From an optimization exercise on the open Yosys and OpenROAD flow, aimed at small area, a short achievable clock period and few clock cycles per item; shortcuts taken in it are not production practice.
Function was not checked in any run shown here: the RTL went through the layout flow alone.
Power and IR drop assume default switching activity.

==> flow/design.v <==
package rtip_pkg;
  localparam int ACC_WIDTH_DEF    = 64;
  localparam int OFFSET_WIDTH_DEF = 8;
  localparam int BASE_W           = 6;
  localparam int CHAR_W           = 8;
  localparam int CFG_INDEX_W      = 8;
  localparam int CFG_DATA_W       = 8;
  localparam int CODE_W           = 8;
  localparam logic [CFG_INDEX_W-1:0] CFG_NUMBER_BASE = CFG_INDEX_W'(0);
  localparam logic [CFG_INDEX_W-1:0] CFG_SIGNED_MODE = CFG_INDEX_W'(1);
  localparam logic [2:0] PH_START = 3'd0;   
  localparam logic [2:0] PH_SIGN  = 3'd1;   
  localparam logic [2:0] PH_AZ    = 3'd2;   
  localparam logic [2:0] PH_AZX   = 3'd3;   
  localparam logic [2:0] PH_HZ    = 3'd4;   
  localparam logic [2:0] PH_DIG   = 3'd5;   
  localparam logic [2:0] PH_STOP  = 3'd6;   
  localparam logic [1:0] AR_10 = 2'd0;
  localparam logic [1:0] AR_8  = 2'd1;
  localparam logic [1:0] AR_16 = 2'd2;
endpackage
import rtip_pkg::*;
module rtip_step (
  input  logic [rtip_pkg::CHAR_W-1:0] char_code,
  input  logic                        last_char,
  output logic [rtip_pkg::CODE_W-1:0] code
);
  logic       is_dig;
  logic [3:0] dval;
  always_comb begin
    is_dig = 1'b0;
    dval   = char_code[3:0];
    if (char_code >= 8'h30 && char_code <= 8'h39) begin
      is_dig = 1'b1;
    end else if ((char_code >= 8'h61 && char_code <= 8'h66) ||
                 (char_code >= 8'h41 && char_code <= 8'h46)) begin
      is_dig = 1'b1;
      dval   = char_code[3:0] + 4'd9;
    end
  end
  assign code = {last_char,
                 (char_code == 8'h78) || (char_code == 8'h58),
                 char_code == 8'h2d,
                 is_dig,
                 dval};
endmodule
import rtip_pkg::*;
module radix_integer_text_parser #(
  parameter int ACC_WIDTH    = rtip_pkg::ACC_WIDTH_DEF,
  parameter int OFFSET_WIDTH = rtip_pkg::OFFSET_WIDTH_DEF,
  parameter int OUT_W        = ((ACC_WIDTH + OFFSET_WIDTH + 7) / 8) * 8
) (
  input  logic                               clk,
  input  logic                               rst,
  input  logic                               cfg_valid,
  output logic                               cfg_ready,
  input  logic [rtip_pkg::CFG_INDEX_W-1:0]   cfg_index,
  input  logic [rtip_pkg::CFG_DATA_W-1:0]    cfg_data,
  input  logic                               s_axis_tvalid,
  output logic                               s_axis_tready,
  input  logic [rtip_pkg::CHAR_W-1:0]        s_axis_tdata,
  input  logic                               s_axis_tlast,
  output logic                               m_axis_tvalid,
  input  logic                               m_axis_tready,
  output logic [OUT_W-1:0]                   m_axis_tdata
);
  logic [BASE_W-1:0] cfg_base;
  logic              cfg_sgn;
  assign cfg_ready = 1'b1;
  always_ff @(posedge clk) begin
    if (rst) begin
      cfg_base <= '0;
      cfg_sgn  <= 1'b0;
    end else if (cfg_valid) begin
      if (cfg_index == CFG_NUMBER_BASE) cfg_base <= cfg_data[BASE_W-1:0];
      if (cfg_index == CFG_SIGNED_MODE) cfg_sgn  <= cfg_data[0];
    end
  end
  logic auto, hexm, cfast;
  assign auto  = (cfg_base == '0);
  assign hexm  = (cfg_base == 6'd16);
  assign cfast = (cfg_base == 6'd8) || (cfg_base == 6'd10) || hexm;
  logic [CODE_W-1:0] in_code, s1_c, sk_c;
  logic              s1_v, sk_v, s1_adv, in_hs, s1_load, enter_slow;
  rtip_step u_dec (.char_code(s_axis_tdata), .last_char(s_axis_tlast), .code(in_code));
  assign s_axis_tready = !sk_v;
  assign in_hs         = s_axis_tvalid && !sk_v;
  assign s1_load       = !s1_v || s1_adv;
  always_ff @(posedge clk) begin
    if (rst) begin
      s1_v <= 1'b0;
      sk_v <= 1'b0;
    end else if (s1_load) begin
      s1_v <= sk_v || in_hs;
      sk_v <= 1'b0;
    end else if (in_hs) begin
      sk_v <= 1'b1;
    end
  end
  always_ff @(posedge clk) begin
    if (s1_load)         s1_c      <= sk_v ? sk_c : in_code;
    else if (enter_slow) s1_c[3:0] <= 4'd0;   
    if (in_hs)           sk_c      <= in_code;
  end
  logic [2:0]              ph, nph;
  logic [1:0]              ar, nar;
  logic                    neg, nneg;
  logic [OFFSET_WIDTH-1:0] off;
  logic [ACC_WIDTH-1:0]    acc;
  logic                    m_v;
  logic                    busy;
  logic [5:0]              cnt;
  logic [6:0]              h;
  logic                    xen, y10, y16, ysh;
  logic [BASE_W-1:0]       kb;
  logic [3:0] d;
  logic       is_dig, is_m, is_x, last, is_0;
  assign d      = s1_c[3:0];
  assign is_dig = s1_c[4];
  assign is_m   = s1_c[5];
  assign is_x   = s1_c[6];
  assign last   = s1_c[7];
  assign is_0   = is_dig && (d == 4'd0);
  logic              start, fast, dlt;
  logic [BASE_W-1:0] radix;
  assign start = (ph == PH_START);
  assign radix = !auto ? cfg_base : (ar == AR_8) ? 6'd8 : (ar == AR_16) ? 6'd16 : 6'd10;
  assign fast  = auto || cfast;
  assign dlt   = is_dig && (auto ? ((ar == AR_16) || (ar == AR_10 && d < 4'd10) || !d[3])
                                 : ((cfg_base[5:4] != 2'b00) || (d < cfg_base[3:0])));
  localparam logic [1:0] AM_HOLD = 2'd0, AM_ZERO = 2'd1, AM_ONES = 2'd2, AM_MAC = 2'd3;
  logic [1:0] am;
  logic [1:0] inc;
  logic       take;
  always_comb begin
    nph  = ph;
    nar  = ar;
    nneg = neg;
    am   = AM_HOLD;
    inc  = 2'd0;
    take = 1'b0;
    case (ph)
      PH_START, PH_SIGN: begin
        if (start) nneg = 1'b0;
        if (start && cfg_sgn && is_m) begin
          nph  = PH_SIGN;
          inc  = 2'd1;
          am   = AM_ONES;
          nneg = 1'b1;
        end else if (auto && is_0) begin
          nph = PH_AZ;
          nar = AR_8;
          inc = 2'd1;
          am  = start ? AM_ZERO : AM_HOLD;
        end else if (hexm && is_0) begin
          nph = PH_HZ;
          inc = 2'd1;
          am  = start ? AM_ZERO : AM_HOLD;
        end else begin
          take = 1'b1;
        end
      end
      PH_AZ: begin
        if (is_x) begin
          nph = PH_AZX;
          nar = AR_16;
        end else begin
          take = 1'b1;
        end
      end
      PH_AZX: begin
        if (is_dig) take = 1'b1;
        else        nph  = PH_STOP;
      end
      PH_HZ: begin
        if (is_x) begin
          nph = PH_DIG;
          inc = 2'd1;
        end else begin
          take = 1'b1;
        end
      end
      PH_DIG: take = 1'b1;
      default: ;
    endcase
    if (take) begin
      if (dlt) begin
        nph = PH_DIG;
        inc = (ph == PH_AZX) ? 2'd2 : 2'd1;
        am  = AM_MAC;
      end else begin
        nph = PH_STOP;
        am  = start ? AM_ZERO : AM_HOLD;
      end
    end
    if (last) begin
      nph = PH_START;
      nar = AR_10;
    end
  end
  logic need_slow, blocked, slow_done;
  assign need_slow  = (am == AM_MAC) && !start && !fast;
  assign slow_done  = busy && (cnt == 6'd63);
  assign blocked    = start && m_v && !m_axis_tready;
  assign s1_adv     = s1_v && !blocked && (!need_slow || slow_done);
  assign enter_slow = s1_v && need_slow && !busy;
  logic [7:0]           t;
  logic [6:0]           k;
  logic [ACC_WIDTH-1:0] xa, ya, sum;
  assign t   = {1'b0, h} + (acc[0] ? {2'b00, radix} : 8'd0);
  assign k   = {1'b0, kb} + {3'b000, d};
  assign xa  = xen ? (acc << 3) : '0;
  assign ya  = (y10 ? (acc << 1) : '0) | (y16 ? (acc << 3) : '0) |
               (ysh ? {t[0], acc[ACC_WIDTH-1:1]} : '0);
  assign sum = xa + ya + ACC_WIDTH'(k);
  logic acc_en, acc_ones, acc_hold;
  assign acc_en   = busy || (s1_adv && am == AM_MAC);
  assign acc_ones = s1_adv && am == AM_ONES;
  assign acc_hold = !(s1_adv && am != AM_HOLD) && !busy;
  logic              ph_n_start, busy_n, neg_n;
  logic [1:0]        ar_n;
  logic [BASE_W-1:0] radix_n;
  assign ph_n_start = s1_adv ? (nph == PH_START) : start;
  assign ar_n       = s1_adv ? nar : ar;
  assign neg_n      = s1_adv ? nneg : neg;
  assign busy_n     = enter_slow || (busy && !slow_done);
  assign radix_n    = !auto ? cfg_base : (ar_n == AR_8) ? 6'd8 : (ar_n == AR_16) ? 6'd16 : 6'd10;
  logic [OFFSET_WIDTH:0] off_sum;
  assign off_sum = (start ? '0 : {1'b0, off}) + (OFFSET_WIDTH+1)'(inc);
  always_ff @(posedge clk) begin
    if (rst) begin
      ph   <= PH_START;
      ar   <= AR_10;
      m_v  <= 1'b0;
      busy <= 1'b0;
      xen  <= 1'b0;
      y10  <= 1'b0;
      y16  <= 1'b0;
      ysh  <= 1'b0;
      kb   <= '0;
    end else begin
      if (s1_adv) begin
        ph <= nph;
        ar <= nar;
      end
      if (s1_adv && last)     m_v <= 1'b1;
      else if (m_axis_tready) m_v <= 1'b0;
      busy <= busy_n;
      xen  <= !ph_n_start && !busy_n;
      y10  <= !ph_n_start && !busy_n && (radix_n == 6'd10);
      y16  <= !ph_n_start && !busy_n && (radix_n == 6'd16);
      ysh  <= busy_n;
      kb   <= (!ph_n_start && !busy_n && neg_n) ? radix_n - 6'd1 : '0;
    end
  end
  always_ff @(posedge clk) begin
    acc <= (sum & {ACC_WIDTH{acc_en}}) | (acc & {ACC_WIDTH{acc_hold}}) | {ACC_WIDTH{acc_ones}};
    if (busy) begin
      h   <= t[7:1];
      cnt <= cnt + 6'd1;
    end else begin
      h   <= k;
      cnt <= '0;
    end
    if (s1_adv) begin
      neg <= nneg;
      off <= off_sum[OFFSET_WIDTH] ? '1 : off_sum[OFFSET_WIDTH-1:0];
    end
  end
  assign m_axis_tvalid = m_v;
  assign m_axis_tdata  = OUT_W'({off, neg ? ~acc : acc});
endmodule
==> flow/run.sh <==
#!/bin/bash
# synth_recipe.tcl (not shown) runs the flow's synth.tcl, then flattens the netlist and writes it again
# the make line also repeats each setting of config.mk as NAME=value (left out here)
make -C /OpenROAD-flow-scripts/flow DESIGN_CONFIG=/design/flow/config.mk WORK_HOME=/design/flow/orfs CLKGATE_MAP_FILE= SYNTH_SCRIPT=/design/flow/synth_recipe.tcl finish
==> flow/config.mk <==
export PLATFORM = sky130hd
export DESIGN_NAME = radix_integer_text_parser
export DESIGN_NICKNAME = radix_integer_text_parser
export VERILOG_FILES = /design/flow/design.v
export SDC_FILE = /design/flow/constraint.sdc
export NUM_CORES = 4
export LEC_CHECK = 0
export ABC_CLOCK_PERIOD_IN_PS = 2000
export CAP_MARGIN = 20
export CORE_MARGIN = 2
export CORE_UTILIZATION = 40
export SETUP_SLACK_MARGIN = 5
export SLEW_MARGIN = 20
==> flow/constraint.sdc <==
create_clock -name core_clock -period 9.0 [get_ports {clk}]
set_input_delay 1.8000 -clock core_clock [delete_from_list [all_inputs] [get_ports {clk}]]
set_output_delay 1.8000 -clock core_clock [all_outputs]
set_load 0.01 [all_outputs]
==> results of run 1 <==
placed cells by master, fill, tap and decap left out, drive strengths merged, types with 24 or more instances in the layout:
master and instances:
and2 71, nand3 26, a21o 55, a221o 32, o21ai 83, dfxtp 103
a222oi 60, nor2 68, inv 111, buf 61, nand2 83, ha 148
xnor2 42, xor2 94, edfxtp 24, a21oi 118, clkdlybuf4s50 101
through the flow:
stage	instance area, um^2	instances
2_1_floorplan	12400	1483
3_3_place_gp	13500	1889
4_1_cts	14700	1954
3_5_place_dp	13500	1889
6_report	15200	1974
5_1_grt	15200	1974
layer usage:
layer	wire length (um)	GRT usage	vias to the layer above
li1	-	-	5645
met4	686	0.0715	0
met5	0	0	-
met1	16300	0.282	5529
met3	1820	0.0328	50
met2	16600	0.350	360
cells by family (layout without fill, tap and decap cells):
| logic type | after synthesis | after routing | share of synthesized area |
|---|---|---|---|
| xor gates and xnor gates | 136 | 136 | 0.0964 |
| adders and majority gates | 157 | 157 | 0.164 |
| buffers and inverters | 204 | 299 | 0.0683 |
| and+or+nand+nor | 372 | 372 | 0.160 |
| muxes | 23 | 23 | 0.0192 |
| AOI/OAI and AO/OA | 463 | 463 | 0.267 |
| other | 1 | 1 | 0.000303 |
| DFF | 127 | 127 | 0.225 |
worst max-delay path: cells and delay by family (launching register included):
| family | cells | cell delay [ns] |
|---|---|---|
| simple gates | 1 | 0.10 |
| compound gates | 10 | 2.22 |
| buf+inv | 1 | 0.05 |
| fa+ha+maj | 4 | 1.39 |
| mux | 1 | 0.11 |
| flops | 1 | 0.44 |
| xor+xnor | 1 | 0.16 |
sequential cells by signal, summed over array words and instances (netlist names), 2 cells and up:
name / flops
cfg_base: 6
sk_c: 8
acc: 64
ar: 2
kb: 6
ph: 3
h: 7
cnt: 6
off: 8
s1_c: 8
final cells by class:
cell class | count | share of cell area
well taps | 396 | 0.0326
flip-flops and latches | 127 | 0.184
inverters | 105 | 0.0268
multi-input cells | 1152 | 0.611
clock inverters | 15 | 0.0139
clock buffers | 17 | 0.0280
repair buffers | 162 | 0.104
worst max-delay path by stage:
stage	slack, ns	cells after the start	endpoint	start
floorplan	4.82	18	acc[63]	s1_c[0]
global placement	4.08	15	acc[51]	ysh
detailed placement	4.02	15	acc[51]	ysh
CTS	4.43	18	acc[63]	s1_c[0]
global route	4.18	18	acc[63]	s1_c[0]
finish	4.39	18	acc[63]	s1_c[0]
power groups by stage:
| stage | Clock [mW] | Sequential (mW) | Combinational [mW] |
|---|---|---|---|
| 2_1_floorplan | 0 | 0.628 | 0.121 |
| 3_3_place_gp | 0 | 0.637 | 0.173 |
| 3_5_place_dp | 0 | 0.638 | 0.177 |
| 4_1_cts | 0.768 | 0.624 | 0.183 |
| 5_1_grt | 0.793 | 0.628 | 0.208 |
| 6_report | 0.756 | 0.626 | 0.189 |
what timing repair did:
item / CTS / global route
resized for setup: 78 / 75
pin swaps: 39 / 46
hold buffers: 0 / 0
buffers inserted: 33 / 20
gates cloned: 0 / 0
setup endpoints to repair: 125 / 84
==> results.cfg, run 1 <==
[power_and_ir_drop]
power.internal_mw = 1.11
p_clk_frac = 0.482
combPwrFrac = 0.120
sw_frac_of_total = 0.296
power-per-cell-area_nw_per_um2 = 103
vdd_ir_drop_max_mv = 0.114
net-switching-power_mw = 0.464
power.share.sequential = 0.398
power.static_leakage_nw = 7.37
fin_total_pwr_mw = 1.57

[clocking]
cts_htree_levels = 4
clock_tree.buffer_depth = 2
cts_sinks = 127
cts.clk_slew.worst_paths_ns = 0.07
clock_tree.root_cell = sky130_fd_sc_hd__clkbuf_16
cts_made_buffers = 17
worstSkewPairLatency_ns = 0.44
clock_tree_from_tritoncts = built

[global_routing]
grt_util_all_layers = 0.212
grt_antenna_before_repair = 0
grt.overflow.total = 0
grt_max_degree = 65
vias_in_the_first_global_route = 11000
grt_first_pass_wirelength_um = 57300

[timing]
max_clock_freq_ghz = 0.217
hold_violations = 0
period_share = 0.512
worst-slew-pin-transition_ns = 0.889
timing.final.setup_violations = 0
slew_violations = 0
hold_slack_final_ns = 0.460
rsz0062_at_grt = true
finalClockSkew_ns = 0.0150
slew_headroom = 0.403
time_the_final_worst_path_needs_with_i_o_delays_and_setup_ns = 4.61
worst_slack_ns = 4.39
fin_tns_setup_ns = 0

[worst_hold_path]
holdPathEnd = cnt[0]
worst_hold_path.num_cells = 1
worstHoldStart = cnt[0]
hold_path_class = reg2reg

[route]
detailedRoute.firstIterationViolations = 1104
drc_errors = 0
final_antenna_net_count = 0
drt_wl_total_um = 35500
num_vias = 11600
drt-vias-per-instance = 5.87
drt_pass1_iterations = 10
wire_per_inst_um = 18.0

[floorplan]
core-area_um2 = 30500
io-pin-count = 105
overall_die_area_um2 = 32300
die_width_um = 180
fp_rows = 64
start_util = 0.405
dieHeight_um = 180

[final_layout]
drive_gt1_frac = 0.137
fin_util = 0.498
fill_cells = 2877
flow.area_growth_from_synthesis_pct = 23.1
finalNetCount = 1751
seq_area_um2 = 2790
num_antenna_cells = 0
multi_input_comb_area_um2 = 9300

[worst_setup_path]
timing.critical_path.to_type = flop
timing.reg2reg.setup_slack_ns = 4.39
timing.reg2reg.worst_path_depth = 18
crit_arrival_ns = 4.93
worst-setup-path-type = reg2reg
r2r-end = acc[63]
timing.critical_path.slowest_cell_delay_ns = 0.55
worstPathCellList = ha_2 > fa_2 > a21o_1 > a21o_1 > xnor2_2 > fa_1 > inv_2 > ha_4 > o21a_1 > o31a_1 > o31ai_4 > a211o_4 > a211oi_4 > o31a_1 > nand2b_1 > a311oi_2 > mux2i_1 > a221o_1
reg_to_reg_start = s1_c[0]
critical_path.startpoint_type = flop
worst_path_max_delay_cell = sky130_fd_sc_hd__fa_1
critical_path_peak_fanout = 4
critPathRequiredTime_ns = 9.32

[synth]
yosysTopAreaCell = sky130_fd_sc_hd__dfxtp_1
synth-seq-area-share = 0.225
synth_cell_type_count = 88
yosys.cell_count.top_type = sky130_fd_sc_hd__ha_1
netlist_area_um2 = 12400
yosys-top-cells-count = sky130_fd_sc_hd__ha_1, sky130_fd_sc_hd__a21oi_1, sky130_fd_sc_hd__dfxtp_1
net_count_after_synthesis = 1669
synth.avg_cell_area_um2 = 8.33
commonest_register_cell_after_synthesis = sky130_fd_sc_hd__dfxtp_1
synth_enable_flop_cells = 24
asyncSetResetFlopFracSynth = 0
yosys_register_bits = 127
netlist_instances = 1483
yosysWarningCount = 2
synth_top_area_frac = 0.167
netlist_top_cells_area = sky130_fd_sc_hd__dfxtp_1, sky130_fd_sc_hd__ha_1, sky130_fd_sc_hd__xor2_1, sky130_fd_sc_hd__edfxtp_1, sky130_fd_sc_hd__a222oi_1

[placed_design]
dpl_worst_slack_ns = 4.02
place_congestion = 0.861
port-buffer-count = 101
detailed_placement_hpwl_um = 23900

[run_status]
status = finished clean

[job]
maxCapViolations = 0
==> inputs of run 2 (changes only) <==
--- a/flow/config.mk
+++ b/flow/config.mk
@@ -5,7 +5,7 @@
 export SDC_FILE = /design/flow/constraint.sdc
 export NUM_CORES = 4
 export LEC_CHECK = 0
-export ABC_CLOCK_PERIOD_IN_PS = 2000
+export ABC_CLOCK_PERIOD_IN_PS = 3000
 export CAP_MARGIN = 20
 export CORE_MARGIN = 2
 export CORE_UTILIZATION = 40
==> results.cfg, run 2 <==
[run_status]
status = finished clean

[placed_design]
detailed_placement_hpwl_um = 23900
port-buffer-count = 101
dpl_worst_slack_ns = 4.02
place_congestion = 0.861

[worst_setup_path]
crit_buf_inv = 1
crit_arrival_ns = 4.93
critPathRequiredTime_ns = 9.32
critPathTopFamily = compound AO/OA/AOI/OAI gates
critical_path_peak_fanout = 4
timing.critical_path.to_type = flop
critical_path.startpoint_type = flop
worstPathCellList = ha_2 > fa_2 > a21o_1 > a21o_1 > xnor2_2 > fa_1 > inv_2 > ha_4 > o21a_1 > o31a_1 > o31ai_4 > a211o_4 > a211oi_4 > o31a_1 > nand2b_1 > a311oi_2 > mux2i_1 > a221o_1
timing.critical_path.slowest_cell_delay_ns = 0.55
worst-setup-path-type = reg2reg
worst_path_max_delay_cell = sky130_fd_sc_hd__fa_1

[clocking]
clock_tree.buffer_depth = 2
cts.clk_slew.worst_paths_ns = 0.07
clock_tree_from_tritoncts = built
clock_tree.root_cell = sky130_fd_sc_hd__clkbuf_16
cts_htree_levels = 4
worstSkewPairLatency_ns = 0.44
cts_made_buffers = 17
cts_sinks = 127

[timing]
finalClockSkew_ns = 0.0150
slew_violations = 0
worst_slack_ns = 4.39
timing.final.setup_violations = 0
rsz0062_at_grt = true
hold_slack_final_ns = 0.460
max_clock_freq_ghz = 0.217
period_share = 0.512
time_the_final_worst_path_needs_with_i_o_delays_and_setup_ns = 4.61
worst-slew-pin-transition_ns = 0.889
fin_tns_setup_ns = 0
hold_violations = 0
slew_headroom = 0.403

[route]
wire_per_inst_um = 18.0
drt-vias-per-instance = 5.87
num_vias = 11600
final_antenna_net_count = 0
drt_wl_total_um = 35500
drc_errors = 0
drt_pass1_iterations = 10
detailedRoute.firstIterationViolations = 1104

[power_and_ir_drop]
vdd_ir_drop_max_mv = 0.114
power.static_leakage_nw = 7.37
power-per-cell-area_nw_per_um2 = 103
fin_total_pwr_mw = 1.57

[final_layout]
finalNetCount = 1751
largest_register_ff_count = 64
num_antenna_cells = 0
leading_cell_types_in_the_layout_fill_and_taps_excluded = sky130_fd_sc_hd__ha_1, sky130_fd_sc_hd__a21oi_1, sky130_fd_sc_hd__inv_1, sky130_fd_sc_hd__clkdlybuf4s50_1, sky130_fd_sc_hd__dfxtp_1
fin_util = 0.498
most_common_cell_after_layout_fill_and_taps_aside = sky130_fd_sc_hd__ha_1
drive_gt1_frac = 0.137
top_register = acc
flow.area_growth_from_synthesis_pct = 23.1

[floorplan]
fp_rows = 64
start_util = 0.405
io-pin-count = 105
die_width_um = 180
dieHeight_um = 180
overall_die_area_um2 = 32300
core-area_um2 = 30500

[synth]
yosysWarningCount = 2
net_count_after_synthesis = 1669
yosys_register_bits = 127
yosys-top-cells-count = sky130_fd_sc_hd__ha_1, sky130_fd_sc_hd__a21oi_1, sky130_fd_sc_hd__dfxtp_1
synth_cell_type_count = 88
netlist_area_um2 = 12400
netlist_top_cells_area = sky130_fd_sc_hd__dfxtp_1, sky130_fd_sc_hd__ha_1, sky130_fd_sc_hd__xor2_1, sky130_fd_sc_hd__edfxtp_1, sky130_fd_sc_hd__a222oi_1
synth-compound-area-share = 0.267
synth_enable_flop_cells = 24
asyncSetResetFlopFracSynth = 0
share_of_cell_area_taken_by_muxes_after_synthesis = 0.0192
synth_top_area_frac = 0.167
commonest_register_cell_after_synthesis = sky130_fd_sc_hd__dfxtp_1
simple_gate_share_of_the_synthesized_area = 0.160
synth_top_family_by_area = compound AO/OA/AOI/OAI gates
yosysTopAreaCell = sky130_fd_sc_hd__dfxtp_1
netlist_instances = 1483
synthAdderAreaFrac = 0.164
synth-seq-area-share = 0.225
synth.avg_cell_area_um2 = 8.33
yosys.cell_count.top_type = sky130_fd_sc_hd__ha_1
synth-xor-area-share = 0.0964

[global_routing]
grt_antenna_before_repair = 0
vias_in_the_first_global_route = 11000
grt_first_pass_wirelength_um = 57300
grt.overflow.total = 0
grt_max_degree = 65
grt_util_all_layers = 0.212

[job]
maxCapViolations = 0

[worst_hold_path]
hold_path_class = reg2reg
==> run 2: worst reg2reg max path, stage by stage (launching register included) <==
cell	delay, ns
sky130_fd_sc_hd__edfxtp_1	0.44
sky130_fd_sc_hd__ha_2	0.22
sky130_fd_sc_hd__fa_2	0.35
sky130_fd_sc_hd__a21o_1	0.17
sky130_fd_sc_hd__a21o_1	0.21
sky130_fd_sc_hd__xnor2_2	0.16
sky130_fd_sc_hd__fa_1	0.55
sky130_fd_sc_hd__inv_2	0.05
sky130_fd_sc_hd__ha_4	0.27
sky130_fd_sc_hd__o21a_1	0.13
sky130_fd_sc_hd__o31a_1	0.23
sky130_fd_sc_hd__o31ai_4	0.10
sky130_fd_sc_hd__a211o_4	0.37
sky130_fd_sc_hd__a211oi_4	0.27
sky130_fd_sc_hd__o31a_1	0.20
sky130_fd_sc_hd__nand2b_1	0.10
sky130_fd_sc_hd__a311oi_2	0.26
sky130_fd_sc_hd__mux2i_1	0.11
sky130_fd_sc_hd__a221o_1	0.29
==> run 2: cell type report <==
class                      instances  area (um^2)
clock buffer                      17          425
clock inverter                    15          211
fill                            2877        15300
inverter                         105          408
multi-input combinational       1152         9300
sequential                       127         2790
tap                              396          495
timing repair buffer             162         1580
==> run 2: logic make-up (layout without fill, tap and decap cells) <==
| kind of cell | Yosys count | in the layout |
|---|---|---|
| xor gates and xnor gates | 136 | 136 |
| and+or+nand+nor | 372 | 372 |
| DFF | 127 | 127 |
| other | 1 | 1 |
| AOI/OAI and AO/OA | 463 | 463 |
| buffers and inverters | 204 | 299 |
| muxes | 23 | 23 |
| adders and majority gates | 157 | 157 |
==> run 2: timing repair <==
item	4_1_cts	5_1_grt
endpoints found under the setup margin	125	84
pin swaps	39	46
hold buffers	0	0
resized for setup	78	75
buffers inserted	33	20
==> run 2: metal layers <==
metal  vias up  track usage  wire length, um
li1       5645            -                -
met1      5529        0.282            16300
met2       360        0.350            16600
met3        50       0.0328             1820
met4         0       0.0715              686
met5         -            0                0
==> run 2: worst paths after layout <==
| path | from | end | slack (ns) | depth (start not counted) |
|---|---|---|---|---|
| setup reg to reg | s1_c[0] | acc[63] | 4.39 | 18 |
| hold / removal | cnt[0] | cnt[0] | 0.46 | 1 |
| hold reg to reg | cnt[0] | cnt[0] | 0.46 | 1 |
| setup / recovery | s1_c[0] | acc[63] | 4.39 | 18 |
==> run 2: through the flow <==
stage | instances | cell area (um^2)
final | 1974 | 15200
after global routing | 1974 | 15200
after CTS | 1954 | 14700
after detailed placement | 1889 | 13500
after global placement | 1889 | 13500
after floorplan | 1483 | 12400
==> run 2: power breakdown <==
| group | total (mW) | internal (mW) | switching [mW] |
|---|---|---|---|
| clock network | 0.756 | 0.429 | 0.327 |
| registers | 0.626 | 0.601 | 0.0247 |
| logic | 0.189 | 0.0762 | 0.113 |
==> inputs of run 3 (changes only) <==
--- a/flow/design.v
+++ b/flow/design.v
@@ -110,9 +110,8 @@
   logic                    m_v;
   logic                    busy;
   logic [5:0]              cnt;
-  logic [6:0]              h;
-  logic                    xen, y10, y16, ysh;
-  logic [BASE_W-1:0]       kb;
+  logic [5:0]              h;
+  logic                    xen, xinv, y10, y16, ysh, c10, fin;
   logic [3:0] d;
   logic       is_dig, is_m, is_x, last, is_0;
   assign d      = s1_c[3:0];
@@ -128,34 +127,33 @@
   assign fast  = auto || cfast;
   assign dlt   = is_dig && (auto ? ((ar == AR_16) || (ar == AR_10 && d < 4'd10) || !d[3])
                                  : ((cfg_base[5:4] != 2'b00) || (d < cfg_base[3:0])));
-  localparam logic [1:0] AM_HOLD = 2'd0, AM_ZERO = 2'd1, AM_ONES = 2'd2, AM_MAC = 2'd3;
-  logic [1:0] am;
+  logic take, acc_take, acc_zero;
   logic [1:0] inc;
-  logic       take;
   always_comb begin
-    nph  = ph;
-    nar  = ar;
-    nneg = neg;
-    am   = AM_HOLD;
-    inc  = 2'd0;
-    take = 1'b0;
+    nph      = ph;
+    nar      = ar;
+    nneg     = neg;
+    inc      = 2'd0;
+    take     = 1'b0;
+    acc_take = 1'b0;
+    acc_zero = 1'b0;
     case (ph)
       PH_START, PH_SIGN: begin
-        if (start) nneg = 1'b0;
+        if (start) begin
+          nneg     = 1'b0;
+          acc_zero = 1'b1;
+        end
         if (start && cfg_sgn && is_m) begin
           nph  = PH_SIGN;
           inc  = 2'd1;
-          am   = AM_ONES;
           nneg = 1'b1;
         end else if (auto && is_0) begin
           nph = PH_AZ;
           nar = AR_8;
           inc = 2'd1;
-          am  = start ? AM_ZERO : AM_HOLD;
         end else if (hexm && is_0) begin
           nph = PH_HZ;
           inc = 2'd1;
-          am  = start ? AM_ZERO : AM_HOLD;
         end else begin
           take = 1'b1;
         end
@@ -185,12 +183,11 @@
     endcase
     if (take) begin
       if (dlt) begin
-        nph = PH_DIG;
-        inc = (ph == PH_AZX) ? 2'd2 : 2'd1;
-        am  = AM_MAC;
+        nph      = PH_DIG;
+        inc      = (ph == PH_AZX) ? 2'd2 : 2'd1;
+        acc_take = 1'b1;
       end else begin
         nph = PH_STOP;
-        am  = start ? AM_ZERO : AM_HOLD;
       end
     end
     if (last) begin
@@ -198,33 +195,42 @@
       nar = AR_10;
     end
   end
+  logic stop_now, neg_now, mv_now;
+  assign stop_now = (ph != PH_STOP) && (nph == PH_STOP);
+  assign neg_now  = nneg && (stop_now || (last && ph != PH_STOP));
+  assign mv_now   = last && !neg_now;
   logic need_slow, blocked, slow_done;
-  assign need_slow  = (am == AM_MAC) && !start && !fast;
+  assign need_slow  = acc_take && !start && !fast;
   assign slow_done  = busy && (cnt == 6'd63);
-  assign blocked    = start && m_v && !m_axis_tready;
+  assign blocked    = start && ((m_v && !m_axis_tready) || xinv);
   assign s1_adv     = s1_v && !blocked && (!need_slow || slow_done);
   assign enter_slow = s1_v && need_slow && !busy;
-  logic [7:0]           t;
-  logic [6:0]           k;
+  logic [6:0]           t;
+  logic                 dh;
+  logic [2:0]           xs, ys;
+  logic                 cin;
   logic [ACC_WIDTH-1:0] xa, ya, sum;
-  assign t   = {1'b0, h} + (acc[0] ? {2'b00, radix} : 8'd0);
-  assign k   = {1'b0, kb} + {3'b000, d};
-  assign xa  = xen ? (acc << 3) : '0;
+  assign t   = {1'b0, h} + (acc[0] ? {1'b0, radix} : 7'd0);
+  assign dh  = d[3] && !(ysh || xinv);
+  assign xs  = (ysh || xinv) ? 3'd0 : (c10 && d[3]) ? 3'b111 : d[2:0];
+  assign ys  = {dh && !c10, dh && !c10, dh};
+  assign cin = xinv || (c10 ? (dh && d[0]) : dh);
+  assign xa  = (xen  ? {acc[ACC_WIDTH-4:0], xs} : {{(ACC_WIDTH-3){1'b0}}, xs}) |
+               (xinv ? ~acc : '0);
   assign ya  = (y10 ? (acc << 1) : '0) | (y16 ? (acc << 3) : '0) |
-               (ysh ? {t[0], acc[ACC_WIDTH-1:1]} : '0);
-  assign sum = xa + ya + ACC_WIDTH'(k);
-  logic acc_en, acc_ones, acc_hold;
-  assign acc_en   = busy || (s1_adv && am == AM_MAC);
-  assign acc_ones = s1_adv && am == AM_ONES;
-  assign acc_hold = !(s1_adv && am != AM_HOLD) && !busy;
-  logic              ph_n_start, busy_n, neg_n;
-  logic [1:0]        ar_n;
-  logic [BASE_W-1:0] radix_n;
+               (ysh ? {t[0], acc[ACC_WIDTH-1:1]} : '0) | ACC_WIDTH'(ys);
+  assign sum = xa + ya + ACC_WIDTH'(cin);
+  logic acc_en, acc_hold;
+  assign acc_en   = busy || xinv || (s1_adv && acc_take);
+  assign acc_hold = !acc_en && !(s1_adv && acc_zero);
+  logic       ph_n_start, busy_n, xinv_n, cls10_n, cls16_n;
+  logic [1:0] ar_n;
   assign ph_n_start = s1_adv ? (nph == PH_START) : start;
   assign ar_n       = s1_adv ? nar : ar;
-  assign neg_n      = s1_adv ? nneg : neg;
   assign busy_n     = enter_slow || (busy && !slow_done);
-  assign radix_n    = !auto ? cfg_base : (ar_n == AR_8) ? 6'd8 : (ar_n == AR_16) ? 6'd16 : 6'd10;
+  assign xinv_n     = s1_adv && neg_now;
+  assign cls10_n    = auto ? (ar_n == AR_10) : (cfg_base == 6'd10);
+  assign cls16_n    = auto ? (ar_n == AR_16) : hexm;
   logic [OFFSET_WIDTH:0] off_sum;
   assign off_sum = (start ? '0 : {1'b0, off}) + (OFFSET_WIDTH+1)'(inc);
   always_ff @(posedge clk) begin
@@ -234,32 +240,36 @@
       m_v  <= 1'b0;
       busy <= 1'b0;
       xen  <= 1'b0;
+      xinv <= 1'b0;
       y10  <= 1'b0;
       y16  <= 1'b0;
       ysh  <= 1'b0;
-      kb   <= '0;
+      c10  <= 1'b0;
+      fin  <= 1'b0;
     end else begin
       if (s1_adv) begin
         ph <= nph;
         ar <= nar;
       end
-      if (s1_adv && last)     m_v <= 1'b1;
-      else if (m_axis_tready) m_v <= 1'b0;
+      if ((s1_adv && mv_now) || (xinv && fin)) m_v <= 1'b1;
+      else if (m_axis_tready)                  m_v <= 1'b0;
       busy <= busy_n;
-      xen  <= !ph_n_start && !busy_n;
-      y10  <= !ph_n_start && !busy_n && (radix_n == 6'd10);
-      y16  <= !ph_n_start && !busy_n && (radix_n == 6'd16);
+      xinv <= xinv_n;
+      fin  <= s1_adv && neg_now && last;
+      xen  <= !ph_n_start && !busy_n && !xinv_n;
+      y10  <= !ph_n_start && !busy_n && !xinv_n && cls10_n;
+      y16  <= !ph_n_start && !busy_n && !xinv_n && cls16_n;
       ysh  <= busy_n;
-      kb   <= (!ph_n_start && !busy_n && neg_n) ? radix_n - 6'd1 : '0;
-    end
-  end
-  always_ff @(posedge clk) begin
-    acc <= (sum & {ACC_WIDTH{acc_en}}) | (acc & {ACC_WIDTH{acc_hold}}) | {ACC_WIDTH{acc_ones}};
+      c10  <= cls10_n;
+    end
+  end
+  always_ff @(posedge clk) begin
+    acc <= (sum & {ACC_WIDTH{acc_en}}) | (acc & {ACC_WIDTH{acc_hold}});
     if (busy) begin
-      h   <= t[7:1];
+      h   <= t[6:1];
       cnt <= cnt + 6'd1;
     end else begin
-      h   <= k;
+      h   <= {2'b00, d};
       cnt <= '0;
     end
     if (s1_adv) begin
@@ -268,5 +278,5 @@
     end
   end
   assign m_axis_tvalid = m_v;
-  assign m_axis_tdata  = OUT_W'({off, neg ? ~acc : acc});
+  assign m_axis_tdata  = OUT_W'({off, acc});
 endmodule
--- a/flow/config.mk
+++ b/flow/config.mk
@@ -5,7 +5,6 @@
 export SDC_FILE = /design/flow/constraint.sdc
 export NUM_CORES = 4
 export LEC_CHECK = 0
-export ABC_CLOCK_PERIOD_IN_PS = 3000
 export CAP_MARGIN = 20
 export CORE_MARGIN = 2
 export CORE_UTILIZATION = 40
==> results.cfg, run 3 <==
[global_routing]
vias_in_the_first_global_route = 9873
grt_antenna_before_repair = 0
grt_max_degree = 65
grt_first_pass_wirelength_um = 50900
grt.overflow.total = 0
grt_util_all_layers = 0.220

[route]
drt_pass1_iterations = 8
drt-vias-per-instance = 5.89
drc_errors = 0
drt_wl_total_um = 30500
final_antenna_net_count = 0
num_vias = 10400
wire_per_inst_um = 17.2
detailedRoute.firstIterationViolations = 1189

[timing]
period_share = 0.435
max_clock_freq_ghz = 0.255
rsz0062_at_grt = true
worst-slew-pin-transition_ns = 0.801
finalClockSkew_ns = 0.0173
timing.final.setup_violations = 0
slew_violations = 0
time_the_final_worst_path_needs_with_i_o_delays_and_setup_ns = 3.92
hold_violations = 0
slew_headroom = 0.464
fin_tns_setup_ns = 0

[worst_setup_path]
critPathTopFamily = compound AO/OA/AOI/OAI gates
timing.reg2reg.setup_slack_ns = 5.08
timing.critical_path.slowest_cell_delay_ns = 0.49
worst-setup-path-type = reg2reg
worstPathCellList = a21oi_1 > nor3_1 > a21oi_1 > fa_1 > fa_1 > nor2b_1 > o211ai_1 > a21oi_2 > o2111ai_1 > a21oi_2 > o22ai_4 > o31ai_4 > a21oi_1 > or4_1 > nand3_1
critPathLaunch = s1_c[3]
worst_path_max_delay_cell = sky130_fd_sc_hd__or4_1
critPathRequiredTime_ns = 9.37
timing.reg2reg.worst_path_depth = 15
critical_path_peak_fanout = 5
reg_to_reg_start = s1_c[3]
critical_path.startpoint_type = flop
crit_arrival_ns = 4.29
r2r-end = acc[52]
timing.critical_path.to_type = flop
crit_buf_inv = 0
critPathMostFrequentCell = sky130_fd_sc_hd__a21oi_1

[synth]
net_count_after_synthesis = 1491
synth.avg_cell_area_um2 = 7.64
yosys_register_bits = 123
synth_enable_flop_cells = 25
yosysTopAreaCell = sky130_fd_sc_hd__dfxtp_1
synth-seq-area-share = 0.258
yosys.cell_count.top_type = sky130_fd_sc_hd__nand2_1
yosys-top-cells-count = sky130_fd_sc_hd__nand2_1, sky130_fd_sc_hd__o21ai_0, sky130_fd_sc_hd__dfxtp_1
synth_top_area_frac = 0.187
yosysWarningCount = 2
netlist_instances = 1376
netlist_area_um2 = 10500
netlist_top_cells_area = sky130_fd_sc_hd__dfxtp_1, sky130_fd_sc_hd__ha_1, sky130_fd_sc_hd__edfxtp_1, sky130_fd_sc_hd__o21ai_0, sky130_fd_sc_hd__nand2_1
commonest_register_cell_after_synthesis = sky130_fd_sc_hd__dfxtp_1
asyncSetResetFlopFracSynth = 0
synth_cell_type_count = 82

[final_layout]
finalNetCount = 1539
leading_cell_types_in_the_layout_fill_and_taps_excluded = sky130_fd_sc_hd__nand2_1, sky130_fd_sc_hd__o21ai_0, sky130_fd_sc_hd__clkdlybuf4s50_1
drive_gt1_frac = 0.0724
num_antenna_cells = 0
largest_register_ff_count = 64
top_register = acc
fin_util = 0.487
flow.area_growth_from_synthesis_pct = 20.1
most_common_cell_after_layout_fill_and_taps_aside = sky130_fd_sc_hd__nand2_1
fill_cells = 2561
stdcell_count = 1772

[placed_design]
port-buffer-count = 101
place_congestion = 0.855
detailed_placement_hpwl_um = 20700
dp.cells = 1729

[floorplan]
fp_rows = 59
die_width_um = 166
start_util = 0.406
dieHeight_um = 166
core-area_um2 = 25900
overall_die_area_um2 = 27600
io-pin-count = 105

[clocking]
worstSkewPairLatency_ns = 0.44
cts.clk_slew.worst_paths_ns = 0.07
cts_htree_levels = 4
cts_hold_repair.buffers = 0
clock_tree_from_tritoncts = built
clock_tree.root_cell = sky130_fd_sc_hd__clkbuf_16
clock_tree.buffer_depth = 2
cts_sinks = 123
cts_made_buffers = 17

[power_and_ir_drop]
power-per-cell-area_nw_per_um2 = 128
power.static_leakage_nw = 5.47
vdd_ir_drop_max_mv = 0.0749

[run_status]
status = finished clean

[worst_hold_path]
worst_hold_path.num_cells = 1
worstHoldStart = cnt[0]
holdPathEnd = cnt[0]
hold_path_class = reg2reg

[job]
maxCapViolations = 0
[run 3: changes by cell type in the layout (fill, tap and decap cells not counted), moves of 10 or more]
cell	before	now
sky130_fd_sc_hd__a21oi_1	102	92
sky130_fd_sc_hd__a21oi_2	13	3
sky130_fd_sc_hd__a221o_1	32	3
sky130_fd_sc_hd__and2_1	68	14
sky130_fd_sc_hd__buf_4	40	10
sky130_fd_sc_hd__buf_6	17	4
sky130_fd_sc_hd__ha_1	145	80
sky130_fd_sc_hd__nand2_1	77	182
sky130_fd_sc_hd__o21ai_0	47	141
sky130_fd_sc_hd__xor2_1	91	36
[run 3: layout make-up]
cell class | count | area (um^2) | share of cell area
Timing Repair Buffer | 118 | 1180 | 0.0932
Inverter | 97 | 368 | 0.0291
Multi-Input combinational cell | 1066 | 7300 | 0.578
Clock inverter | 14 | 185 | 0.0147
Timing Repair inverter | 1 | 5.00 | 0.000396
Tap cell | 335 | 419 | 0.0332
Sequential cell | 123 | 2720 | 0.216
Clock buffer | 18 | 450 | 0.0357
[run 3: per-stage QoR]
stage	hold WS, ns	cell area, um^2	setup slack [ns]	power (mW)
floorplan	0.412	10500	5.07	0.773
global placement	0.428	11600	4.05	0.853
detailed placement	0.433	11600	3.89	0.856
CTS	0.444	12400	5.01	1.62
global route	0.454	12600	4.85	1.68
finish	0.451	12600	5.08	1.61
[run 3: cell families after synthesis]
family | count (synthesis) | synth area share
AOI/OAI and AO/OA | 482 | 0.304
muxes | 19 | 0.0188
other | 1 | 0.000357
DFF | 123 | 0.258
and+or+nand+nor | 408 | 0.187
adders and majority gates | 85 | 0.104
buffers and inverters | 187 | 0.0687
xor gates and xnor gates | 71 | 0.0592
[run 3: worst max path at each step]
stage	slack [ns]	cells after the start	to
3_3_place_gp	4.05	14	acc[63]
5_1_grt	4.85	15	acc[52]
2_1_floorplan	5.07	16	acc[52]
3_5_place_dp	3.89	14	acc[63]
4_1_cts	5.01	14	acc[59]
6_report	5.08	15	acc[52]
[run 3: timing repair]
| action | 4_1_cts | 5_1_grt |
|---|---|---|
| endpoints found under the setup margin | 64 | 24 |
| pin swaps | 2 | 6 |
| endpoints found under the hold margin | 0 | 0 |
| setup buffers | 4 | 6 |
| gates cloned | 1 | 0 |
| resized for setup | 28 | 26 |
[run 3: metal layers]
metal,track usage,routed length (um),up-vias,part of all wire
li1,-,-,5153,-
met2,0.356,14200,323,0.47
met3,0.0310,1830,29,0.060
met5,0,0,-,0
met4,0.0552,334,0,0.011
met1,0.307,14100,4930,0.46
[run 3: power by group]
part / switching (mW) / internal, mW / total (mW)
registers: 0.0290 / 0.587 / 0.616
clock network: 0.318 / 0.443 / 0.761
logic: 0.144 / 0.0936 / 0.238
total: 0.491 / 1.12 / 1.61
==> inputs of run 4 (changes only) <==
--- a/flow/design.v
+++ b/flow/design.v
@@ -44,6 +44,114 @@
                  is_dig,
                  dval};
 endmodule
+module rtip_add #(
+  parameter int W    = 64,
+  parameter int KIND = 1
+) (
+  input  logic [W-1:0] a,
+  input  logic [W-1:0] b,
+  input  logic         ci,
+  output logic [W-1:0] s
+);
+  localparam int L = $clog2(W);
+  logic [W-1:0] p, g0;
+  logic [W-1:0] gg [0:2*L];
+  logic [W-1:0] pp [0:2*L];
+  assign p  = a ^ b;
+  assign g0 = (a & b) | {{(W-1){1'b0}}, p[0] & ci};
+  assign gg[0] = g0;
+  assign pp[0] = p;
+  genvar l, i;
+  generate
+    if (KIND == 0) begin : g_ks
+      for (l = 0; l < L; l++) begin : lv
+        for (i = 0; i < W; i++) begin : bt
+          if (i >= (1 << l)) begin : op
+            assign gg[l+1][i] = gg[l][i] | (pp[l][i] & gg[l][i-(1<<l)]);
+            assign pp[l+1][i] = pp[l][i] & pp[l][i-(1<<l)];
+          end else begin : pass
+            assign gg[l+1][i] = gg[l][i];
+            assign pp[l+1][i] = pp[l][i];
+          end
+        end
+      end
+      for (l = L + 1; l <= 2*L; l++) begin : rest
+        assign gg[l] = gg[L];
+        assign pp[l] = pp[L];
+      end
+    end else if (KIND == 1) begin : g_sk
+      for (l = 0; l < L; l++) begin : lv
+        for (i = 0; i < W; i++) begin : bt
+          if ((i >> l) % 2 == 1) begin : op
+            assign gg[l+1][i] = gg[l][i] | (pp[l][i] & gg[l][((i >> l) << l) - 1]);
+            assign pp[l+1][i] = pp[l][i] & pp[l][((i >> l) << l) - 1];
+          end else begin : pass
+            assign gg[l+1][i] = gg[l][i];
+            assign pp[l+1][i] = pp[l][i];
+          end
+        end
+      end
+      for (l = L + 1; l <= 2*L; l++) begin : rest
+        assign gg[l] = gg[L];
+        assign pp[l] = pp[L];
+      end
+    end else if (KIND == 2) begin : g_bk
+      for (l = 0; l < L; l++) begin : up
+        for (i = 0; i < W; i++) begin : bt
+          if ((i % (2 << l)) == (2 << l) - 1) begin : op
+            assign gg[l+1][i] = gg[l][i] | (pp[l][i] & gg[l][i-(1<<l)]);
+            assign pp[l+1][i] = pp[l][i] & pp[l][i-(1<<l)];
+          end else begin : pass
+            assign gg[l+1][i] = gg[l][i];
+            assign pp[l+1][i] = pp[l][i];
+          end
+        end
+      end
+      for (l = L - 1; l >= 1; l--) begin : dn
+        for (i = 0; i < W; i++) begin : bt
+          if ((i % (1 << l)) == (1 << (l-1)) - 1 && i >= (1 << l)) begin : op
+            assign gg[2*L-l][i] = gg[2*L-l-1][i] | (pp[2*L-l-1][i] & gg[2*L-l-1][i-(1<<(l-1))]);
+            assign pp[2*L-l][i] = pp[2*L-l-1][i] & pp[2*L-l-1][i-(1<<(l-1))];
+          end else begin : pass
+            assign gg[2*L-l][i] = gg[2*L-l-1][i];
+            assign pp[2*L-l][i] = pp[2*L-l-1][i];
+          end
+        end
+      end
+      assign gg[2*L] = gg[2*L-1];
+      assign pp[2*L] = pp[2*L-1];
+    end else begin : g_hc
+      for (l = 0; l < L; l++) begin : lv
+        for (i = 0; i < W; i++) begin : bt
+          if (l == 0 && i % 2 == 1) begin : op0
+            assign gg[l+1][i] = gg[l][i] | (pp[l][i] & gg[l][i-1]);
+            assign pp[l+1][i] = pp[l][i] & pp[l][i-1];
+          end else if (l > 0 && i % 2 == 1 && i >= (1 << l) + 1) begin : op
+            assign gg[l+1][i] = gg[l][i] | (pp[l][i] & gg[l][i-(1<<l)]);
+            assign pp[l+1][i] = pp[l][i] & pp[l][i-(1<<l)];
+          end else begin : pass
+            assign gg[l+1][i] = gg[l][i];
+            assign pp[l+1][i] = pp[l][i];
+          end
+        end
+      end
+      for (i = 0; i < W; i++) begin : fix
+        if (i % 2 == 0 && i > 0) begin : op
+          assign gg[L+1][i] = gg[L][i] | (pp[L][i] & gg[L][i-1]);
+          assign pp[L+1][i] = pp[L][i] & pp[L][i-1];
+        end else begin : pass
+          assign gg[L+1][i] = gg[L][i];
+          assign pp[L+1][i] = pp[L][i];
+        end
+      end
+      for (l = L + 2; l <= 2*L; l++) begin : rest
+        assign gg[l] = gg[L+1];
+        assign pp[l] = pp[L+1];
+      end
+    end
+  endgenerate
+  assign s = p ^ {gg[2*L][W-2:0], ci};
+endmodule
 import rtip_pkg::*;
 module radix_integer_text_parser #(
   parameter int ACC_WIDTH    = rtip_pkg::ACC_WIDTH_DEF,
@@ -219,7 +327,7 @@
                (xinv ? ~acc : '0);
   assign ya  = (y10 ? (acc << 1) : '0) | (y16 ? (acc << 3) : '0) |
                (ysh ? {t[0], acc[ACC_WIDTH-1:1]} : '0) | ACC_WIDTH'(ys);
-  assign sum = xa + ya + ACC_WIDTH'(cin);
+  rtip_add #(.W(ACC_WIDTH), .KIND(2)) u_add (.a(xa), .b(ya), .ci(cin), .s(sum));
   logic acc_en, acc_hold;
   assign acc_en   = busy || xinv || (s1_adv && acc_take);
   assign acc_hold = !acc_en && !(s1_adv && acc_zero);
==> results.cfg, run 4 <==
[route]
num_vias = 8670
drt_pass1_iterations = 9
final_antenna_net_count = 0
drt-vias-per-instance = 5.73
drt_wl_total_um = 26800
detailedRoute.firstIterationViolations = 950
drc_errors = 0
wire_per_inst_um = 17.7

[worst_setup_path]
critical_path.startpoint_type = flop
critPathTopFamily = compound AO/OA/AOI/OAI gates
crit_buf_inv = 4
crit_arrival_ns = 4.47
critPathRequiredTime_ns = 9.31
worstPathCellList = buf_12 > buf_16 > nor3_2 > a21oi_2 > fa_2 > fa_2 > nand2b_4 > a21oi_4 > o31a_1 > o211ai_1 > buf_4 > a21oi_4 > o21ai_4 > buf_6 > o41ai_4 > a21boi_2 > o21ai_2 > fa_1 > a22o_1
worst-setup-path-type = reg2reg
critical_path_peak_fanout = 7
timing.critical_path.to_type = flop
timing.critical_path.slowest_cell_delay_ns = 0.43
worst_path_max_delay_cell = sky130_fd_sc_hd__fa_1

[power_and_ir_drop]
vdd_ir_drop_max_mv = 0.138
fin_total_pwr_mw = 1.58
power.static_leakage_nw = 5.66
power-per-cell-area_nw_per_um2 = 129

[timing]
slew_violations = 0
timing.final.setup_violations = 0
worst-slew-pin-transition_ns = 0.706
rsz0062_at_grt = true
hold_slack_final_ns = 0.455
hold_violations = 0
fin_tns_setup_ns = 0
max_clock_freq_ghz = 0.240
time_the_final_worst_path_needs_with_i_o_delays_and_setup_ns = 4.16
period_share = 0.462
slew_headroom = 0.527
finalClockSkew_ns = 0.0108

[final_layout]
most_common_cell_after_layout_fill_and_taps_aside = sky130_fd_sc_hd__nand2_1
drive_gt1_frac = 0.135
stdcell_count = 1514
largest_register_ff_count = 64
finalNetCount = 1326
num_antenna_cells = 0
leading_cell_types_in_the_layout_fill_and_taps_excluded = sky130_fd_sc_hd__nand2_1, sky130_fd_sc_hd__inv_1, sky130_fd_sc_hd__clkdlybuf4s50_1
flow.area_growth_from_synthesis_pct = 30.1
top_register = acc

[worst_hold_path]
hold_path_class = reg2reg

[synth]
yosys_register_bits = 123
synth-seq-area-share = 0.288
yosys.cell_count.top_type = sky130_fd_sc_hd__nand2_1
commonest_register_cell_after_synthesis = sky130_fd_sc_hd__dfxtp_1
net_count_after_synthesis = 1209
asyncSetResetFlopFracSynth = 0
yosysWarningCount = 5
yosys-top-cells-count = sky130_fd_sc_hd__nand2_1, sky130_fd_sc_hd__inv_1, sky130_fd_sc_hd__dfxtp_1
netlist_area_um2 = 9420
netlist_instances = 1065
netlist_top_cells_area = sky130_fd_sc_hd__dfxtp_1, sky130_fd_sc_hd__ha_1, sky130_fd_sc_hd__edfxtp_1, sky130_fd_sc_hd__fa_1, sky130_fd_sc_hd__a222oi_1
synth_top_area_frac = 0.208
synth_cell_type_count = 71
synth_enable_flop_cells = 25
yosysTopAreaCell = sky130_fd_sc_hd__dfxtp_1
synth.avg_cell_area_um2 = 8.85

[global_routing]
grt.overflow.total = 0
vias_in_the_first_global_route = 8449
grt_util_all_layers = 0.222
grt_antenna_before_repair = 0
grt_max_degree = 65
grt_first_pass_wirelength_um = 44200

[floorplan]
overall_die_area_um2 = 24800
die_width_um = 157
dieHeight_um = 157
core-area_um2 = 23300
start_util = 0.404
io-pin-count = 105
fp_rows = 56

[placed_design]
place_congestion = 0.829
dp.cells = 1436
detailed_placement_hpwl_um = 16200
port-buffer-count = 101

[clocking]
cts_sinks = 123
clock_tree.buffer_depth = 2
cts_htree_levels = 4
cts.clk_slew.worst_paths_ns = 0.06
cts_made_buffers = 17
clock_tree.root_cell = sky130_fd_sc_hd__clkbuf_16
worstSkewPairLatency_ns = 0.42
clock_tree_from_tritoncts = built

[job]
maxCapViolations = 0

[run_status]
status = finished clean
-- run 4: cell count changes in the layout (fill, tap and decap cells not counted), moves of 14 or more --
| cell | before | now |
|---|---|---|
| sky130_fd_sc_hd__nand3_1 | 32 | 11 |
| sky130_fd_sc_hd__buf_4 | 10 | 38 |
| sky130_fd_sc_hd__o21ai_0 | 141 | 61 |
| sky130_fd_sc_hd__nand2_1 | 182 | 103 |
| sky130_fd_sc_hd__a21oi_1 | 92 | 42 |
| sky130_fd_sc_hd__ha_1 | 80 | 66 |
| sky130_fd_sc_hd__nor2_1 | 61 | 45 |
| sky130_fd_sc_hd__a22o_1 | 8 | 52 |
| sky130_fd_sc_hd__fa_1 | 4 | 28 |
-- run 4: report_power, final --
part | leakage (nW) | internal (mW) | switching [mW]
logic | 4.32 | 0.101 | 0.139
registers | 1.05 | 0.588 | 0.0323
clock network | 0.284 | 0.462 | 0.260
total | 5.66 | 1.15 | 0.432
-- run 4: final timing paths --
path | from | end | slack (ns) | cells past startpoint
max | ysh | acc[52] | 4.84 | 19
min | cnt[0] | cnt[0] | 0.46 | 1
max reg2reg | ysh | acc[52] | 4.84 | 19
min reg2reg | cnt[0] | cnt[0] | 0.46 | 1
-- run 4: worst reg2reg max path: stages (launching register included) --
cell,delay [ns]
sky130_fd_sc_hd__dfxtp_4,0.35
sky130_fd_sc_hd__buf_12,0.15
sky130_fd_sc_hd__buf_16,0.16
sky130_fd_sc_hd__nor3_2,0.18
sky130_fd_sc_hd__a21oi_2,0.07
sky130_fd_sc_hd__fa_2,0.39
sky130_fd_sc_hd__fa_2,0.34
sky130_fd_sc_hd__nand2b_4,0.16
sky130_fd_sc_hd__a21oi_4,0.15
sky130_fd_sc_hd__o31a_1,0.21
sky130_fd_sc_hd__o211ai_1,0.10
sky130_fd_sc_hd__buf_4,0.16
sky130_fd_sc_hd__a21oi_4,0.18
sky130_fd_sc_hd__o21ai_4,0.11
sky130_fd_sc_hd__buf_6,0.14
sky130_fd_sc_hd__o41ai_4,0.26
sky130_fd_sc_hd__a21boi_2,0.14
sky130_fd_sc_hd__o21ai_2,0.18
sky130_fd_sc_hd__fa_1,0.43
sky130_fd_sc_hd__a22o_1,0.21
-- run 4: per-layer routing --
layer	global-route usage	up-vias	part of all wire
li1	-	4178	-
met1	0.304	4189	0.46
met2	0.358	273	0.47
met3	0.0374	30	0.055
met4	0.0641	0	0.017
met5	0	-	0
-- run 4: final cells by class --
cell class              instances  area, um^2
well taps                     319         399
repair inverters                1        7.51
clock buffers                  20         437
repair buffers                156        1640
inverters                     105         400
fillers                      2174       11100
multi-input cells             778        6480
clock inverters                12         173
flip-flops and latches        123        2730
-- run 4: logic make-up (layout without fill, tap and decap cells) --
family / count (synthesis) / after routing / synth area share
DFF: 123 / 123 / 0.288
muxes: 17 / 17 / 0.0189
other: 1 / 1 / 0.000398
buffers and inverters: 164 / 294 / 0.0683
and+or+nand+nor: 256 / 256 / 0.133
xor gates and xnor gates: 47 / 47 / 0.0437
AOI/OAI and AO/OA: 343 / 343 / 0.269
adders and majority gates: 114 / 114 / 0.179
-- run 4: metrics by stage --
stage / util / setup slack [ns] / area [um^2]
2_1_floorplan: - / 5.02 / 9460
3_3_place_gp: 0.458 / 3.87 / 10700
3_5_place_dp: 0.458 / 3.89 / 10700
4_1_cts: 0.513 / 4.85 / 12000
5_1_grt: 0.525 / 4.66 / 12300
6_report: 0.525 / 4.84 / 12300
-- run 4: repair_timing --
item,4_1_cts,5_1_grt
setup buffers,22,17
pin swaps,28,34
hold buffers,0,0
resized for setup,73,29
endpoints found under the setup margin,64,64
gates cloned,6,1
==> inputs of run 5 (changes only) <==
--- a/flow/design.v
+++ b/flow/design.v
@@ -327,7 +327,7 @@
                (xinv ? ~acc : '0);
   assign ya  = (y10 ? (acc << 1) : '0) | (y16 ? (acc << 3) : '0) |
                (ysh ? {t[0], acc[ACC_WIDTH-1:1]} : '0) | ACC_WIDTH'(ys);
-  rtip_add #(.W(ACC_WIDTH), .KIND(2)) u_add (.a(xa), .b(ya), .ci(cin), .s(sum));
+  rtip_add #(.W(ACC_WIDTH), .KIND(1)) u_add (.a(xa), .b(ya), .ci(cin), .s(sum));
   logic acc_en, acc_hold;
   assign acc_en   = busy || xinv || (s1_adv && acc_take);
   assign acc_hold = !acc_en && !(s1_adv && acc_zero);
==> results.cfg, run 5 <==
[worst_setup_path]
timing.critical_path.to_type = flop
worstPathCellList = a21oi_1 > nor3_1 > a21oi_1 > fa_1 > fa_2 > nand2b_1 > a21o_1 > a211o_2 > a211oi_4 > o31ai_2 > a21oi_2 > o31ai_1 > a21o_1 > a32o_1
worst_path_max_delay_cell = sky130_fd_sc_hd__edfxtp_1
crit_buf_inv = 0
critical_path.startpoint_type = flop
timing.critical_path.slowest_cell_delay_ns = 0.49
critical_path_peak_fanout = 7
reg_to_reg_start = s1_c[3]
crit_arrival_ns = 4.15
worst-setup-path-type = reg2reg
critPathTopFamily = compound AO/OA/AOI/OAI gates
critPathRequiredTime_ns = 9.31
critPathLaunch = s1_c[3]

[final_layout]
flow.area_growth_from_synthesis_pct = 19.9
multi_input_comb_area_um2 = 6280
num_antenna_cells = 0
largest_register_ff_count = 64
finalNetCount = 1381
leading_cell_types_in_the_layout_fill_and_taps_excluded = sky130_fd_sc_hd__nand2_1, sky130_fd_sc_hd__o21ai_0, sky130_fd_sc_hd__inv_1
drive_gt1_frac = 0.0729
stdcell_count = 1594
fill_cells = 2339
top_register = acc
most_common_cell_after_layout_fill_and_taps_aside = sky130_fd_sc_hd__nand2_1
seq_area_um2 = 2720

[floorplan]
core-area_um2 = 23600
die_width_um = 159
overall_die_area_um2 = 25400
dieHeight_um = 159
start_util = 0.409
fp_rows = 56
io-pin-count = 105

[clocking]
cts.clk_slew.worst_paths_ns = 0.06
cts_hold_repair.buffers = 0
cts_htree_levels = 4
cts_sinks = 123
clock_tree.buffer_depth = 2
worstSkewPairLatency_ns = 0.43
clock_tree.root_cell = sky130_fd_sc_hd__clkbuf_16
cts_made_buffers = 17
clock_tree_from_tritoncts = built

[global_routing]
vias_in_the_first_global_route = 8675
grt_antenna_before_repair = 0
grt_max_degree = 65
grt.overflow.total = 0
grt_first_pass_wirelength_um = 44200
grt_util_all_layers = 0.207

[power_and_ir_drop]
sw_frac_of_total = 0.303
power.static_leakage_nw = 4.96
power.internal_mw = 1.07
power.share.sequential = 0.406
p_clk_frac = 0.447
combPwrFrac = 0.147
power-per-cell-area_nw_per_um2 = 132
net-switching-power_mw = 0.462
vdd_ir_drop_max_mv = 0.113
fin_total_pwr_mw = 1.53

[synth]
commonest_register_cell_after_synthesis = sky130_fd_sc_hd__dfxtp_1
synth.avg_cell_area_um2 = 8.12
yosys_register_bits = 123
synth_top_area_frac = 0.203
yosys.cell_count.top_type = sky130_fd_sc_hd__nand2_1
netlist_instances = 1188
yosys-top-cells-count = sky130_fd_sc_hd__nand2_1, sky130_fd_sc_hd__o21ai_0, sky130_fd_sc_hd__inv_1
netlist_top_cells_area = sky130_fd_sc_hd__dfxtp_1, sky130_fd_sc_hd__ha_1, sky130_fd_sc_hd__edfxtp_1, sky130_fd_sc_hd__o21ai_0, sky130_fd_sc_hd__a222oi_1
yosysWarningCount = 5
netlist_area_um2 = 9650
yosysTopAreaCell = sky130_fd_sc_hd__dfxtp_1
net_count_after_synthesis = 1307
asyncSetResetFlopFracSynth = 0
synth_cell_type_count = 85
synth-seq-area-share = 0.281
synth_enable_flop_cells = 25

[placed_design]
place_congestion = 0.828
dpl_worst_slack_ns = 4.49
detailed_placement_hpwl_um = 17600
port-buffer-count = 101
dp.cells = 1556

[route]
detailedRoute.firstIterationViolations = 1091
drt_pass1_iterations = 9
num_vias = 9242
drc_errors = 0
drt-vias-per-instance = 5.80
drt_wl_total_um = 26500
wire_per_inst_um = 16.6
final_antenna_net_count = 0

[worst_hold_path]
worstHoldStart = cnt[0]
hold_path_class = reg2reg

[timing]
worst-slew-pin-transition_ns = 0.820
slew_headroom = 0.453
timing.final.setup_violations = 0
hold_slack_final_ns = 0.443
fin_tns_setup_ns = 0
time_the_final_worst_path_needs_with_i_o_delays_and_setup_ns = 3.85
hold_violations = 0
finalClockSkew_ns = 0.0204
slew_violations = 0
period_share = 0.427
rsz0062_at_grt = true
max_clock_freq_ghz = 0.260
worst_slack_ns = 5.15

[run_status]
status = finished clean

[job]
maxCapViolations = 0
run 5: cell count changes after synthesis, moves of 11 or more:
cell / before / now
sky130_fd_sc_hd__a32o_1: 0 / 12
sky130_fd_sc_hd__nand2_1: 103 / 161
sky130_fd_sc_hd__a22o_1: 52 / 2
sky130_fd_sc_hd__fa_1: 35 / 9
sky130_fd_sc_hd__o2bb2ai_1: 14 / 0
sky130_fd_sc_hd__a21oi_1: 49 / 60
sky130_fd_sc_hd__o21ai_0: 77 / 127
run 5: kinds of logic after synthesis:
kind of cell    count (synthesis)  synth area share
simple gates                  345             0.175
fa+ha+maj                      89             0.122
mux                            16            0.0175
compound gates                391             0.289
xor+xnor                       49            0.0445
buf+inv                       174            0.0701
flops                         123             0.281
other cells                     1          0.000389
run 5: worst paths after layout:
check	endpoint	slack, ns	cells past startpoint
max	acc[58]	5.15	14
min	cnt[0]	0.44	1
max reg2reg	acc[58]	5.15	14
min reg2reg	cnt[0]	0.44	1
run 5: layer usage:
metal	up-vias	GRT usage	wire length [um]
li1	4534	-	-
met1	4376	0.285	12500
met2	308	0.343	12200
met3	24	0.0310	1610
met4	0	0.0496	266
met5	-	0	0
run 5: final cells by class:
type | instances | share of cell area
clock inverter | 15 | 0.0131
multi-input combinational | 891 | 0.543
inverter | 114 | 0.0370
tap | 319 | 0.0345
sequential | 123 | 0.235
clock buffer | 17 | 0.0367
timing repair buffer | 115 | 0.101
run 5: power by group through the flow:
stage | registers (mW) | logic, mW | clock network [mW]
2_1_floorplan | 0.622 | 0.144 | 0
3_3_place_gp | 0.632 | 0.217 | 0
3_5_place_dp | 0.632 | 0.220 | 0
4_1_cts | 0.620 | 0.222 | 0.701
5_1_grt | 0.623 | 0.250 | 0.724
6_report | 0.620 | 0.224 | 0.683
run 5: per-stage QoR:
step | utilization | area (um^2)
after floorplan | - | 9650
after detailed placement | 0.461 | 10900
after CTS | 0.489 | 11500
final | 0.490 | 11600
after global routing | 0.490 | 11600
after global placement | 0.461 | 10900
run 5: what timing repair did:
action                                  4_1_cts  5_1_grt
gates cloned                                  1        0
setup buffers                                 2        3
pin swaps                                     2        5
endpoints found under the setup margin       50       24
gates resized for setup                       6        4

## separate check: timing with driven ports
How much do the figures lean on ideal ports? The routed layouts below were timed once more, with nothing changed but the port constraints. Step 1: set_driving_cell puts a clkbuf_16 on clk and a buf_2 on each other input, an assumption about the parent block. Step 2, shift: input delay + t, output delay - t, t = (earliest + latest rising clock arrival at the registers) / 2. This alone moves slack from input paths to output paths. Three values: ideal, step 1, step 2; two values: the first two.
run	t (ns)	slack for setup (ns)	worst register clock-pin slew, ns
run 1	0.476	4.392 / 4.392 / 4.392	0.07 / 0.07
run 2	0.476	4.392 / 4.392 / 4.392	0.07 / 0.07
run 3	0.481	5.085 / 5.085 / 4.660	0.08 / 0.08
run 4	0.467	4.838 / 4.838 / 4.738	0.06 / 0.06
run 5	0.464	5.154 / 5.154 / 4.808	0.07 / 0.07
After both steps setup and hold are still met in every run listed. The setup slack of run 3, which loses most, moves by 0.000 ns with the drivers and by -0.425 ns with both steps.
